This design comes from an exercise in tuning for small area, a short achievable clock period and few clock cycles per item on the open sky130 flow, not from production work.
RTL that was checked went through simulation tests only; none was proved equivalent to the original.

## P
// broken_down_time_to_epoch
module broken_down_time_to_epoch (
  input  logic               clk_i,
  input  logic               rst_ni,
  input  logic               start,
  output logic               busy,
  input  logic signed [10:0] second_in_i,
  input  logic signed [10:0] minute_in_i,
  input  logic signed [10:0] hour_in_i,
  input  logic signed [10:0] day_in_i,
  input  logic signed [7:0]  month_in_i,
  input  logic        [7:0]  year_in_i,
  output logic               done_o,
  output logic        [5:0]  second_out_o,
  output logic        [5:0]  minute_out_o,
  output logic        [4:0]  hour_out_o,
  output logic        [4:0]  day_out_o,
  output logic        [3:0]  month_out_o,
  output logic signed [9:0]  year_out_o,
  output logic        [8:0]  day_of_year_o,
  output logic signed [33:0] epoch_seconds_o
);
==> flow/config.mk <==
export PLATFORM = sky130hd
export DESIGN_NAME = broken_down_time_to_epoch
export DESIGN_NICKNAME = broken_down_time_to_epoch
export VERILOG_FILES = /design/flow/design.v
export SDC_FILE = /design/flow/constraint.sdc
export NUM_CORES = 4
export LEC_CHECK = 0
export CAP_MARGIN = 20
export CORE_MARGIN = 2
export CORE_UTILIZATION = 40
export SLEW_MARGIN = 20
==> flow/constraint.sdc <==
create_clock -name core_clock -period 9.0 [get_ports {clk_i}]
set_input_delay 1.8000 -clock core_clock [delete_from_list [all_inputs] [get_ports {clk_i}]]
set_output_delay 1.8000 -clock core_clock [all_outputs]
set_load 0.01 [all_outputs]
standard.sh (not shown) runs the stock make flow with config.mk's settings and CLKGATE_MAP_FILE= SYNTH_SCRIPT=/design/flow/synth_recipe.tcl, a recipe that flattens the netlist after the stock synthesis.
==> flow/flow/run.sh <==
#!/bin/bash
# The standard layout, with the port buffers made from sky130_fd_sc_hd__buf_2
# cells instead of the default delay buffers. make's output goes to
# flow_make.log in the work folder; each ORFS step keeps its own log under
# orfs/logs.
set -euo pipefail
export BUFFER_PORTS_ARGS="-buffer_cell sky130_fd_sc_hd__buf_2"
bash standard.sh > flow_make.log 2>&1
Per the final summary, P finished and its layout is clean on timing, DRC and antenna.
Testbench counts of P, summed over its fixed seeds: cycles 9,600, items 4,800.
diff inputs: P => Q
--- a/flow/design.v
+++ b/flow/design.v
@@ -1010,30 +1010,30 @@
     else if (ge_y[0]) begin j = 4'd1; ystart = 9'(12'd365);  end
     else              begin j = 4'd0; ystart = 9'd0;         end
   end
   logic [8:0] doy;                 
   assign doy = du_q[8:0] - ystart;
   logic [3:0] mp;
-  logic [8:0] mstart;
+  logic [4:0] dk;                  
   always_comb begin
-    if      (doy >= 9'd337) begin mp = 4'd11; mstart = 9'd337; end
-    else if (doy >= 9'd306) begin mp = 4'd10; mstart = 9'd306; end
-    else if (doy >= 9'd275) begin mp = 4'd9;  mstart = 9'd275; end
-    else if (doy >= 9'd245) begin mp = 4'd8;  mstart = 9'd245; end
-    else if (doy >= 9'd214) begin mp = 4'd7;  mstart = 9'd214; end
-    else if (doy >= 9'd184) begin mp = 4'd6;  mstart = 9'd184; end
-    else if (doy >= 9'd153) begin mp = 4'd5;  mstart = 9'd153; end
-    else if (doy >= 9'd122) begin mp = 4'd4;  mstart = 9'd122; end
-    else if (doy >= 9'd92)  begin mp = 4'd3;  mstart = 9'd92;  end
-    else if (doy >= 9'd61)  begin mp = 4'd2;  mstart = 9'd61;  end
-    else if (doy >= 9'd31)  begin mp = 4'd1;  mstart = 9'd31;  end
-    else                    begin mp = 4'd0;  mstart = 9'd0;   end
+    if      (doy >= 9'd337) begin mp = 4'd11; dk = 5'd16; end
+    else if (doy >= 9'd306) begin mp = 4'd10; dk = 5'd15; end
+    else if (doy >= 9'd275) begin mp = 4'd9; dk = 5'd14; end
+    else if (doy >= 9'd245) begin mp = 4'd8; dk = 5'd12; end
+    else if (doy >= 9'd214) begin mp = 4'd7; dk = 5'd11; end
+    else if (doy >= 9'd184) begin mp = 4'd6; dk = 5'd9; end
+    else if (doy >= 9'd153) begin mp = 4'd5; dk = 5'd8; end
+    else if (doy >= 9'd122) begin mp = 4'd4; dk = 5'd7; end
+    else if (doy >= 9'd92)  begin mp = 4'd3; dk = 5'd5; end
+    else if (doy >= 9'd61)  begin mp = 4'd2; dk = 5'd4; end
+    else if (doy >= 9'd31)  begin mp = 4'd1; dk = 5'd2; end
+    else                    begin mp = 4'd0;  dk = 5'd1;  end
   end
   logic jf;                        
   assign jf = (mp >= 4'd10);
-  assign day_out_o     = doy[4:0] - mstart[4:0] + 5'd1;
+  assign day_out_o     = doy[4:0] + dk;
   assign month_out_o   = jf ? (mp - 4'd10) : (mp + 4'd2);
   assign day_of_year_o = jf ? (doy - 9'd306)
                             : (doy + 9'd59 + {8'd0, ((j == 4'd3) || (j == 4'd7))});
   logic [9:0] ge_j;
   assign ge_j[0] = (du_q >= 12'd306);
   assign ge_j[1] = (du_q >= 12'd671);
@@ -1047,13 +1047,15 @@
   assign ge_j[9] = (du_q >= 12'd3593);
   logic [3:0] g;
   always_comb begin
     g = 4'd0;
     for (int i = 0; i < 10; i++) g = g + {3'd0, ge_j[i]};
   end
-  assign year_out_o = $signed({1'b0, a_q, 2'b00}) + $signed({6'd0, g}) - 10'sd23;
+  logic [9:0] gofs;                
+  assign gofs = {6'd0, g} - 10'd23;
+  assign year_out_o = $signed({1'b0, a_q, 2'b00} + gofs);
   logic y1, before69, corr;
   assign y1       = !ge_j[0] || (ge_j[3] && !ge_j[4]) || (ge_j[7] && !ge_j[8]);
   assign before69 = (a_q < 7'd21) || ((a_q == 7'd21) && !ge_j[7])
                  || ((a_q == 7'd22) && !ge_j[3]);
   assign corr     = before69 && !y1;
   logic [33:0] epoch;
[summary]
Q falls short of P in first-pass GRT wire length.
Number of multi-input logic gates (higher): Q
Comparing P and Q, the lower synthesized area divided by synthesized cell count was measured on P.
The sequential share of cell area was comparable across P and Q.
Function not checked in Q: the RTL went through the layout flow alone.

========
== run a ==
Another version of the RTL of broken_down_time_to_epoch (not shown whole).
Size: about 1600 cells after synthesis, about 13000 um2 of cells after synthesis.
==> flow/config.mk <==
export PLATFORM = sky130hd
export DESIGN_NAME = broken_down_time_to_epoch
export DESIGN_NICKNAME = broken_down_time_to_epoch
export VERILOG_FILES = /design/flow/design.v
export SDC_FILE = /design/flow/constraint.sdc
export NUM_CORES = 4
export LEC_CHECK = 0
export CAP_MARGIN = 20
export CORE_MARGIN = 2
export CORE_UTILIZATION = 40
export SLEW_MARGIN = 20
==> flow/constraint.sdc <==
create_clock -name core_clock -period 9.0 [get_ports {clk_i}]
set_input_delay 1.8000 -clock core_clock [delete_from_list [all_inputs] [get_ports {clk_i}]]
set_output_delay 1.8000 -clock core_clock [all_outputs]
set_load 0.01 [all_outputs]
Scripts as last shown in full above: flow/flow/run.sh
Testbench counts of run a, summed over its fixed seeds: cycles 9,600, items 4,800.
Edits applied to the flow inputs when going from run a to run b:
diff --git a/flow/design.v b/flow/design.v
--- a/flow/design.v
+++ b/flow/design.v
@@ -952,24 +952,19 @@
   logic [3:0]  mo;
   logic [8:0]  ya;
   logic [6:0]  a;
   logic [1:0]  yb;
   assign {t, mo} = bdte_pkg::bdte_month_split(month_in_i);
   assign ya = {1'b0, year_in_i} + {4'd0, t};
   assign a  = ya[8:2];
   assign yb = year_in_i[1:0] + t[1:0];
-  logic [11:0] dq, dqm, kday, du_p, du_m;
-  assign dq   = 12'(13'(day_in_i) + 13'(qh) + 13'd1095);
-  assign dqm  = 12'(13'(day_in_i) + 13'(qh) + 13'd1094);
-  assign kday = {1'b0, bdte_pkg::bdte_kday(yb, mo)};
-  assign du_p = dq + kday + {11'd0, (c3 == 2'sd1)};
-  assign du_m = dqm + kday;
-  logic [11:0] du;
-  assign du = (c3 == -2'sd1) ? du_m : du_p;
+  logic [11:0] dsum, du;
+  assign dsum = 12'(13'(day_in_i) + 13'(qh) + 13'd1095 + {2'b00, bdte_pkg::bdte_kday(yb, mo)});
+  assign du   = dsum + {{10{c3[1]}}, c3};
   logic [5:0]         sec_q, min_q;
   logic [4:0]         hour_q;
   logic        [11:0] du_q;
   logic [6:0]         a_q;
   always_ff @(posedge clk_i) begin
     if (load_i) begin
       sec_q  <= sec_n;
       min_q  <= min_n;
@@ -1021,35 +1016,26 @@
     else                    begin mp = 4'd0;  dk = 5'd1;  end
   end
   logic jf;                        
   assign jf = (mp >= 4'd10);
   assign day_out_o     = doy[4:0] + dk;
   assign month_out_o   = jf ? (mp - 4'd10) : (mp + 4'd2);
   assign day_of_year_o = jf ? (doy - 9'd306)
                             : (doy + 9'd59 + {8'd0, ((j == 4'd3) || (j == 4'd7))});
+  logic [9:0] ybase;
+  assign ybase      = {1'b0, a_q, 2'b00} + {6'd0, j} - 10'd23;
+  assign year_out_o = $signed(ybase + {9'd0, jf});
   logic [9:0] ge_j;
   assign ge_j[0] = (du_q >= 12'd306);
-  assign ge_j[1] = (du_q >= 12'd671);
-  assign ge_j[2] = (du_q >= 12'd1036);
   assign ge_j[3] = (du_q >= 12'd1402);
   assign ge_j[4] = (du_q >= 12'd1767);
-  assign ge_j[5] = (du_q >= 12'd2132);
-  assign ge_j[6] = (du_q >= 12'd2497);
   assign ge_j[7] = (du_q >= 12'd2863);
   assign ge_j[8] = (du_q >= 12'd3228);
-  assign ge_j[9] = (du_q >= 12'd3593);
-  logic [3:0] g;
-  always_comb begin
-    g = 4'd0;
-    for (int i = 0; i < 10; i++) g = g + {3'd0, ge_j[i]};
-  end
-  logic [9:0] gofs;                
-  assign gofs = {6'd0, g} - 10'd23;
-  assign year_out_o = $signed({1'b0, a_q, 2'b00} + gofs);
+  assign {ge_j[9], ge_j[6:5], ge_j[2:1]} = '0;
   logic y1, before69, corr;
   assign y1       = !ge_j[0] || (ge_j[3] && !ge_j[4]) || (ge_j[7] && !ge_j[8]);
   assign before69 = (a_q < 7'd21) || ((a_q == 7'd21) && !ge_j[7])
                  || ((a_q == 7'd22) && !ge_j[3]);
   assign corr     = before69 && !y1;
   logic [33:0] epoch;
   bdte_epoch u_epoch (
     .a_i     (a_q),
Share of final-layout standard cells stronger than drive strength 1: run b higher than run a. Between run a and run b, the final setup skew does not differ in any meaningful way. Diff run b..run a | global-route usage | negligible. Sort run a and run b by cell area, descending, and run b comes first. Diff run a and run b: cell count higher in run a.
The RTL of run b was laid out without a check of its function.

## separate check: timing with driven ports
How much do the figures lean on ideal ports? The routed layouts below were timed once more, with nothing changed but the port constraints.
Step 1: set_driving_cell puts a clkbuf_16 on clk_i and a buf_2 on each other input, an assumption about the parent block.
Step 2 adds t to the input delays and takes it off the output delays; t is the mean of the earliest and latest rising clock arrival at the registers after step 1. Input paths then give back, and output paths get back, about the clock's delay inside the block.
Three values: ideal ports, drivers, drivers and shift; two values: the first two.
run	t (ns)	setup slack, ns	pins driven straight from the clock port
P	0.312	0.527 / 0.491 / 0.804	1
Q	0.332	0.595 / 0.551 / 0.728	1
run a	0.313	0.519 / 0.484 / 0.274	1
run b	0.317	0.338 / 0.354 / 0.037	1
After both steps every run listed still meets setup and hold. The setup slack of run b, which loses most, moves by +0.016 ns with the drivers and by -0.301 ns with both steps.
